What follows belongs to an exercise in optimizing a design on an open flow for small area, a short achievable clock period and few clock cycles per item; a production flow would make more cautious choices. Function was checked by simulation only, so behaviour that the tests miss may differ from the original. No activity file was given, so power comes from the tool's default toggle rates.

`flow/run.sh`:
```
#!/bin/bash
# synth_recipe.tcl (not shown) runs the flow's synth.tcl, then flattens the netlist and writes it again
# the make line also repeats each setting of config.mk as NAME=value (left out here)
make -C /OpenROAD-flow-scripts/flow DESIGN_CONFIG=/design/flow/config.mk WORK_HOME=/design/flow/orfs CLKGATE_MAP_FILE= SYNTH_SCRIPT=/design/flow/synth_recipe.tcl finish
```
`flow/config.mk`:
```
export PLATFORM = sky130hd
export DESIGN_NAME = rsa_core
export DESIGN_NICKNAME = rsa_core
export VERILOG_FILES = /design/flow/design.v
export SDC_FILE = /design/flow/constraint.sdc
export NUM_CORES = 4
export LEC_CHECK = 0
export CAP_MARGIN = 20
export CORE_MARGIN = 2
export CORE_UTILIZATION = 40
export SLEW_MARGIN = 20
```
`flow/constraint.sdc`:
```
create_clock -name core_clock -period 110.0 [get_ports {clk}]
set_input_delay 22.0000 -clock core_clock [delete_from_list [all_inputs] [get_ports {clk}]]
set_output_delay 22.0000 -clock core_clock [all_outputs]
set_load 0.01 [all_outputs]
```
`flow/design.v`:
```
package rsa_pkg;
    localparam int PRIME_WIDTH = 8;                 
    localparam int WORD_WIDTH  = 16;                
    localparam int PROD_WIDTH  = 2 * WORD_WIDTH;    
    localparam int COEF_WIDTH  = WORD_WIDTH + 1;    
    localparam logic [WORD_WIDTH-1:0] FIRST_E = WORD_WIDTH'(3);
    localparam logic [WORD_WIDTH-1:0] E_STEP  = WORD_WIDTH'(2);   
    localparam logic [1:0] KG_IDLE   = 2'd0;   
    localparam logic [1:0] KG_INIT   = 2'd1;   
    localparam logic [1:0] KG_EUCLID = 2'd2;   
    localparam logic [1:0] KG_CHECK  = 2'd3;   
    localparam logic [1:0] EX_IDLE = 2'd0;   
    localparam logic [1:0] EX_RUN  = 2'd1;   
    localparam logic [1:0] EX_DONE = 2'd2;   
endpackage
`timescale 1ns/1ps
module restoring_divider #(
    parameter int dividend_width = 16,
    parameter int divisor_width  = 16
) (
    input  logic [dividend_width-1:0] dividend,
    input  logic [divisor_width-1:0]  divisor,
    output logic [dividend_width-1:0] quotient,
    output logic [divisor_width-1:0]  remainder
);
    logic [divisor_width:0] partial;
    logic [divisor_width:0] trial;
    always_comb begin
        partial  = '0;
        trial    = '0;
        quotient = '0;
        for (int i = dividend_width - 1; i >= 0; i--) begin
            partial = {partial[divisor_width-1:0], dividend[i]};
            trial   = partial - {1'b0, divisor};   
            if (trial[divisor_width]) begin
                quotient[i] = 1'b0;   
            end else begin
                partial     = trial;   
                quotient[i] = 1'b1;
            end
        end
        remainder = partial[divisor_width-1:0];
    end
endmodule
`timescale 1ns/1ps
import rsa_pkg::*;
module key_generator (
    input  logic                   clk,
    input  logic                   reset,
    input  logic                   key_valid,
    output logic                   key_ready,
    input  logic [PRIME_WIDTH-1:0] p,
    input  logic [PRIME_WIDTH-1:0] q,
    output logic                   keygen_busy,
    output logic                   keys_done,
    output logic [WORD_WIDTH-1:0]  modulus,
    output logic [WORD_WIDTH-1:0]  e_found,
    output logic [WORD_WIDTH-1:0]  d_found
);
    logic [1:0]                   state;
    logic [PRIME_WIDTH-1:0]       p_reg, q_reg;   
    logic [WORD_WIDTH-1:0]        totient;
    logic [WORD_WIDTH-1:0]        e_cand;         
    logic [WORD_WIDTH-1:0]        a_reg, b_reg;   
    logic signed [COEF_WIDTH-1:0] x_prev;         
    logic signed [COEF_WIDTH-1:0] x_curr;         
    logic signed [COEF_WIDTH-1:0] x_next;
    logic signed [COEF_WIDTH-1:0] d_adj;
    logic [WORD_WIDTH-1:0]        euclid_q, euclid_r;
    assign modulus = WORD_WIDTH'(p_reg) * WORD_WIDTH'(q_reg);
    assign totient = WORD_WIDTH'(p_reg - 1'b1) * WORD_WIDTH'(q_reg - 1'b1);
    restoring_divider #(
        .dividend_width(WORD_WIDTH),
        .divisor_width (WORD_WIDTH)
    ) euclid_div (
        .dividend (a_reg),
        .divisor  (b_reg),
        .quotient (euclid_q),
        .remainder(euclid_r)
    );
    assign x_next = x_prev - x_curr * $signed({1'b0, euclid_q});
    assign d_adj   = x_prev + $signed({1'b0, totient});
    assign d_found = x_prev[COEF_WIDTH-1] ? d_adj[WORD_WIDTH-1:0] : x_prev[WORD_WIDTH-1:0];
    assign e_found = e_cand;
    assign key_ready   = (state == KG_IDLE);
    assign keygen_busy = (state != KG_IDLE);
    assign keys_done   = (state == KG_CHECK) && (a_reg == WORD_WIDTH'(1));   
    always_ff @(posedge clk or posedge reset) begin
        if (reset) begin
            state <= KG_IDLE;
        end else begin
            case (state)
                KG_IDLE:   if (key_valid) state <= KG_INIT;
                KG_INIT:   state <= KG_EUCLID;
                KG_EUCLID: if (b_reg == '0) state <= KG_CHECK;   
                KG_CHECK:  state <= keys_done ? KG_IDLE : KG_INIT;
                default:   state <= KG_IDLE;
            endcase
        end
    end
    always_ff @(posedge clk) begin
        case (state)
            KG_IDLE: begin
                if (key_valid) begin
                    p_reg  <= p;
                    q_reg  <= q;
                    e_cand <= FIRST_E;
                end
            end
            KG_INIT: begin
                a_reg  <= totient;   
                b_reg  <= e_cand;
                x_prev <= '0;
                x_curr <= COEF_WIDTH'(1);
            end
            KG_EUCLID: begin
                if (b_reg != '0) begin
                    a_reg  <= b_reg;
                    b_reg  <= euclid_r;
                    x_prev <= x_curr;
                    x_curr <= x_next;
                end
            end
            KG_CHECK: if (!keys_done) e_cand <= e_cand + E_STEP;   
            default: ;
        endcase
    end
endmodule
`timescale 1ns/1ps
import rsa_pkg::*;
module key_store (
    input  logic                  clk,
    input  logic                  reset,
    input  logic                  keygen_busy,
    input  logic                  keys_done,
    input  logic [WORD_WIDTH-1:0] modulus,
    input  logic [WORD_WIDTH-1:0] e_found,
    input  logic [WORD_WIDTH-1:0] d_found,
    input  logic                  encrypt,
    output logic                  keys_ready,
    output logic [WORD_WIDTH-1:0] modulus_out,
    output logic [WORD_WIDTH-1:0] public_e,
    output logic [WORD_WIDTH-1:0] exponent_sel
);
    logic [WORD_WIDTH-1:0] n_reg;
    logic [WORD_WIDTH-1:0] e_reg;
    logic [WORD_WIDTH-1:0] d_reg;    
    logic                  loaded;   
    always_ff @(posedge clk) begin
        if (keys_done) begin
            n_reg <= modulus;
            e_reg <= e_found;
            d_reg <= d_found;
        end
    end
    always_ff @(posedge clk or posedge reset) begin
        if (reset) begin
            loaded <= 1'b0;
        end else if (keys_done) begin
            loaded <= 1'b1;
        end
    end
    assign keys_ready = loaded && !keygen_busy;
    assign modulus_out  = n_reg;
    assign public_e     = e_reg;
    assign exponent_sel = encrypt ? e_reg : d_reg;
endmodule
`timescale 1ns/1ps
import rsa_pkg::*;
module mod_exp_engine (
    input  logic                  clk,
    input  logic                  reset,
    input  logic                  keys_ready,
    input  logic                  msg_valid,
    output logic                  msg_ready,
    input  logic [WORD_WIDTH-1:0] msg,
    input  logic [WORD_WIDTH-1:0] modulus_in,
    input  logic [WORD_WIDTH-1:0] exponent_in,
    output logic                  result_valid,
    input  logic                  result_ready,
    output logic [WORD_WIDTH-1:0] result
);
    logic [1:0]            state;
    logic [WORD_WIDTH-1:0] base_reg;     
    logic [WORD_WIDTH-1:0] mod_reg;      
    logic [WORD_WIDTH-1:0] exp_reg;      
    logic [WORD_WIDTH-1:0] result_reg;   
    logic [PROD_WIDTH-1:0] square_full;
    logic [PROD_WIDTH-1:0] multiply_full;
    logic [WORD_WIDTH-1:0] square_mod;
    logic [WORD_WIDTH-1:0] multiply_mod;
    logic                  msg_fire;
    assign msg_ready    = (state == EX_IDLE) && keys_ready;
    assign msg_fire     = msg_valid && msg_ready;
    assign result_valid = (state == EX_DONE);
    assign result       = result_reg;
    assign square_full   = PROD_WIDTH'(base_reg) * PROD_WIDTH'(base_reg);
    assign multiply_full = PROD_WIDTH'(result_reg) * PROD_WIDTH'(base_reg);
    restoring_divider #(
        .dividend_width(PROD_WIDTH),
        .divisor_width (WORD_WIDTH)
    ) square_div (
        .dividend (square_full),
        .divisor  (mod_reg),
        .quotient (),
        .remainder(square_mod)
    );
    restoring_divider #(
        .dividend_width(PROD_WIDTH),
        .divisor_width (WORD_WIDTH)
    ) multiply_div (
        .dividend (multiply_full),
        .divisor  (mod_reg),
        .quotient (),
        .remainder(multiply_mod)
    );
    always_ff @(posedge clk or posedge reset) begin
        if (reset) begin
            state <= EX_IDLE;
        end else begin
            case (state)
                EX_IDLE: if (msg_fire) state <= EX_RUN;
                EX_RUN:  if (exp_reg == '0) state <= EX_DONE;   
                EX_DONE: if (result_ready) state <= EX_IDLE;    
                default: state <= EX_IDLE;
            endcase
        end
    end
    always_ff @(posedge clk) begin
        if (state == EX_IDLE && msg_fire) begin
            base_reg   <= msg;   
            mod_reg    <= modulus_in;
            exp_reg    <= exponent_in;
            result_reg <= WORD_WIDTH'(1);
        end else if (state == EX_RUN && exp_reg != '0) begin
            if (exp_reg[0]) result_reg <= multiply_mod;   
            base_reg <= square_mod;
            exp_reg  <= exp_reg >> 1;
        end
    end
endmodule
`timescale 1ns/1ps
import rsa_pkg::*;
module rsa_core (
    input  logic                   clk,
    input  logic                   reset,
    input  logic                   key_valid,
    output logic                   key_ready,
    input  logic [PRIME_WIDTH-1:0] p,
    input  logic [PRIME_WIDTH-1:0] q,
    output logic                   keys_ready,
    output logic [WORD_WIDTH-1:0]  modulus_out,
    output logic [WORD_WIDTH-1:0]  public_e,
    input  logic                   msg_valid,
    output logic                   msg_ready,
    input  logic [WORD_WIDTH-1:0]  msg,
    input  logic                   encrypt,
    output logic                   result_valid,
    input  logic                   result_ready,
    output logic [WORD_WIDTH-1:0]  result
);
    logic                  keygen_busy;
    logic                  keys_done;
    logic [WORD_WIDTH-1:0] modulus;
    logic [WORD_WIDTH-1:0] e_found;
    logic [WORD_WIDTH-1:0] d_found;
    logic [WORD_WIDTH-1:0] exponent_sel;   
    key_generator key_generator_inst (
        .clk        (clk),
        .reset      (reset),
        .key_valid  (key_valid),
        .key_ready  (key_ready),
        .p          (p),
        .q          (q),
        .keygen_busy(keygen_busy),
        .keys_done  (keys_done),
        .modulus    (modulus),
        .e_found    (e_found),
        .d_found    (d_found)
    );
    key_store key_store_inst (
        .clk         (clk),
        .reset       (reset),
        .keygen_busy (keygen_busy),
        .keys_done   (keys_done),
        .modulus     (modulus),
        .e_found     (e_found),
        .d_found     (d_found),
        .encrypt     (encrypt),
        .keys_ready  (keys_ready),
        .modulus_out (modulus_out),
        .public_e    (public_e),
        .exponent_sel(exponent_sel)
    );
    mod_exp_engine mod_exp_engine_inst (
        .clk         (clk),
        .reset       (reset),
        .keys_ready  (keys_ready),
        .msg_valid   (msg_valid),
        .msg_ready   (msg_ready),
        .msg         (msg),
        .modulus_in  (modulus_out),
        .exponent_in (exponent_sel),
        .result_valid(result_valid),
        .result_ready(result_ready),
        .result      (result)
    );
endmodule
```
==> run notes <==
* Actual slew at the worst max-slew pin at 1.12 ns
* Area grow syn2layout at 26.4%
* Min-Delay Path Class: flop to flop
* Largest net degree at the start of global routing at 86
* Clock transition at path regs at 0.06 ns
* Die Ht at 505 um
* Net Sw Power at 0.804 W
* Delay-heaviest family, CP: compound AO/OA/AOI/OAI gates
* Setup TNS at 0 ns
* Clk. pwr at 0.0000974 W
* Avg Cell Area, Syn at 8.08 um2
* Slew Viols, Final at 0
* Avg WL per Cell at 17.4 um
* Most common cell after layout, fill and taps aside: buf_4
* CP Launch Type: flop
* DRC Markers at 0
* Pwr top: combinational logic
* Worst path buffer plus inverter count at 40
* Int Pwr at 0.882 W
* Comb pwr at 1.68 W
* Worst R2R End: mod_exp_engine_inst.result_reg[4]
* Register area at 6220 um2
* Starting Density at 40.1%
* Clock Skews at 0.0287 ns
* Routability congestion estimate at 0.918
* Root Driver: clkbuf_16
* Max-cap violation count at 0
* Pre-CTS WS at -2.18 ns
* Share of synthesized registers carrying an async set or reset at 2.35%
* Fillers at 24.3k
* Synth cell types at 144
* Total GRT Usage at 23.7%
* Initial antenna violation count at 3
* Number of flops mapped to enable cells by yosys at 192
* Combined area of the multi-input logic cells at 92600 um2
* H-tree depth at 1
* Net switching fraction of the power at 47.7%
* Critical path's slowest cell: fa_1
* Cell area after synthesis at 100000 um2
* Row count at 184
* Seq. pwr at 0.00185 W
* Combinational share of power at 99.9%
* Outcome: finished clean
* Worst R2R Setup Slack at 4.99 ns
* Worst Path Max Fanout at 7
* Max-slew headroom at 24.9%
* YS warnings at 5
* Critical Path Start: mod_exp_engine_inst.base_reg[5]
* Vias in the first global route at 93.5k
* Tmin final at 105.01 ns
* Hold violation total from the final report at 0
* FF+latch count, synth at 213
* Commonest cells after routing, fill and taps aside: buf_4, ha_1, inv_1, a21o_1, nand2_1
* Placed inst area at 120000 um2
* Fin nets at 16.8k
* CTS tree: built
* R2R cell count at 603
* Cells after synthesis at 12.4k
* Clock sink total at 213
* TritonCTS buffer count at 29
* First-pass DRT Iterations at 10
* DIE AREA at 255000 um2
* First-pass GRT wire length at 499000 um
* Post-Route WL at 312000 um
* Final Cell Area at 127000 um2
* Core Region at 250000 um2
* # IOs at 90
* Crit-path max cell delay at 0.56 ns
* Final Worst Setup Slack at 4.99 ns
* Hpwl dp at 250000 um
* Antenna Cells at 0
* Final ANT Viol Nets at 0
* Remaining global-route overflow at 0
* Worst VDD drop at 8.57 mV
* Clk pwr share at 0%
* Critical Path Most Common Cell: a21o_1
* Setup-failing EPs final at 0
* Hold Path End: key_store_inst.loaded
* Worst Hold Depth at 1
* Crit path capture: mod_exp_engine_inst.result_reg[4]
* Worst-Skew Late Latency at 0.66 ns
* Clock buffer depth at 3
* Tot Pwr at 1.69 W
* Largest registers: key_generator_inst.x_curr: 17 flops, key_generator_inst.x_prev: 17 flops
* Power per cell area at 13300 nW/um2
* Levels on crit path at 603
* Part of the Yosys area used for sequential elements at 6.18%
* Vias/cell at 5.32
* Crit path DAT at 105.50 ns
* Endpoint class of the critical path: flop
* Vias at 95.2k
* Layout cells sized above 1 at 23.8%
* Sequential fraction of design power at 0.1%
* Hold path startpoint: key_store_inst.loaded
* Data required, critical path at 110.49 ns
* Die Width at 505 um
* Synth Flop Type: edfxtp_1
* IO buf count at 88
* Maximum clock rate at 9.52 MHz
* Crit path kind: flop to flop
* Fin crit share at 95.5%
* Worst hold slack at 0.474 ns
* Reg-to-Reg Start: mod_exp_engine_inst.base_reg[5]
* Starting DRT DRC Count at 5270
* Leakage Power at 65.2 nW
cell type report:
class	instances	share of cell area, %
Multi-Input combinational cell	10700	72.9
Tap cell	3348	3.30
Clock buffer	36	0.608
Timing Repair Buffer	2364	14.6
Inverter	1213	3.60
Sequential cell	213	4.89
Clock inverter	18	0.138
synthesized netlist by cell type (109+ instances only):
library cell | instances | area share [%]
inv_1 | 1207 | 4.5
clkbuf_1 | 221 | 0.83
nor2b_1 | 266 | 1.7
nand2_1 | 946 | 3.5
ha_1 | 1611 | 20
nand3_1 | 147 | 0.73
nand2b_1 | 309 | 1.9
a21o_1 | 1083 | 8.1
mux2_2 | 321 | 3.6
xor2_1 | 451 | 3.9
a21oi_1 | 641 | 3.2
mux2i_1 | 189 | 1.9
fa_1 | 657 | 13
and2_1 | 372 | 2.3
nor2_1 | 859 | 3.2
nor3_1 | 119 | 0.59
edfxtp_1 | 192 | 5.7
xnor2_1 | 665 | 5.8
o31ai_1 | 109 | 0.81
a21boi_0 | 124 | 0.93
o21ai_0 | 688 | 3.4
cell families (layout without fill, tap and decap cells):
logic type | after synthesis | after routing | share of synthesized area, %
AO/OA/AOI/OAI | 3393 | 3397 | 22.7
AND/OR/NAND/NOR | 3379 | 3382 | 16.5
adder cells (fa/ha/maj) | 2272 | 2272 | 33.2
buffers and inverters | 1537 | 3631 | 5.93
XOR/XNOR | 1126 | 1126 | 9.91
multiplexers | 518 | 518 | 5.60
flip-flops | 213 | 213 | 6.18
other | 2 | 22 | 0.00747
layer usage:
layer | global-route usage (%) | share of wire, %
met5 | 0 | 0.0045
met4 | 4.72 | 2.4
met3 | 2.14 | 4.3
met2 | 40.1 | 46
met1 | 32.8 | 47
per-stage QoR:
| step | instances | utilization [%] |
|---|---|---|
| finish | 17900 | 50.7 |
| global route | 17900 | 50.7 |
| CTS | 17600 | 48.7 |
| detailed placement | 17500 | 48.0 |
| global placement | 17500 | 48.0 |
| floorplan | 12500 | - |
what timing repair did:
item                       in CTS  in global routing
pin swaps                      80                690
setup endpoints to repair      33                 33
resized for setup             131                737
hold buffers                    0                  0
buffers inserted               43                262
cloned                          3                  6
Testbench counts, summed over its fixed seeds: cycles 11,399, items 1,024.

[afterwards: timing with drivers on the ports]
The results above use ideal ports. As a check the final layout listed here was re-extracted and re-timed, cells and wires unchanged.
Step 1 (the two cells are an assumption about what drives the block):
set clk [get_ports {clk}]
set_driving_cell -lib_cell sky130_fd_sc_hd__clkbuf_16 $clk
set_driving_cell -lib_cell sky130_fd_sc_hd__buf_2 [delete_from_list [all_inputs] $clk]
Step 2, shift: input delay + t, output delay - t, t = (earliest + latest rising clock arrival at the registers) / 2. This alone moves slack from input paths to output paths.
Slacks: ideal / step 1 / step 2; pairs: ideal / step 1.
t, ns: 0.732
setup slack, ns: 4.985 / 4.985 / 4.985
worst register clock-pin slew, ns: 0.06 / 0.06
After both steps this run still meets setup and hold. The setup slack of this run moves by 0.000 ns with the drivers and by 0.000 ns with both steps.
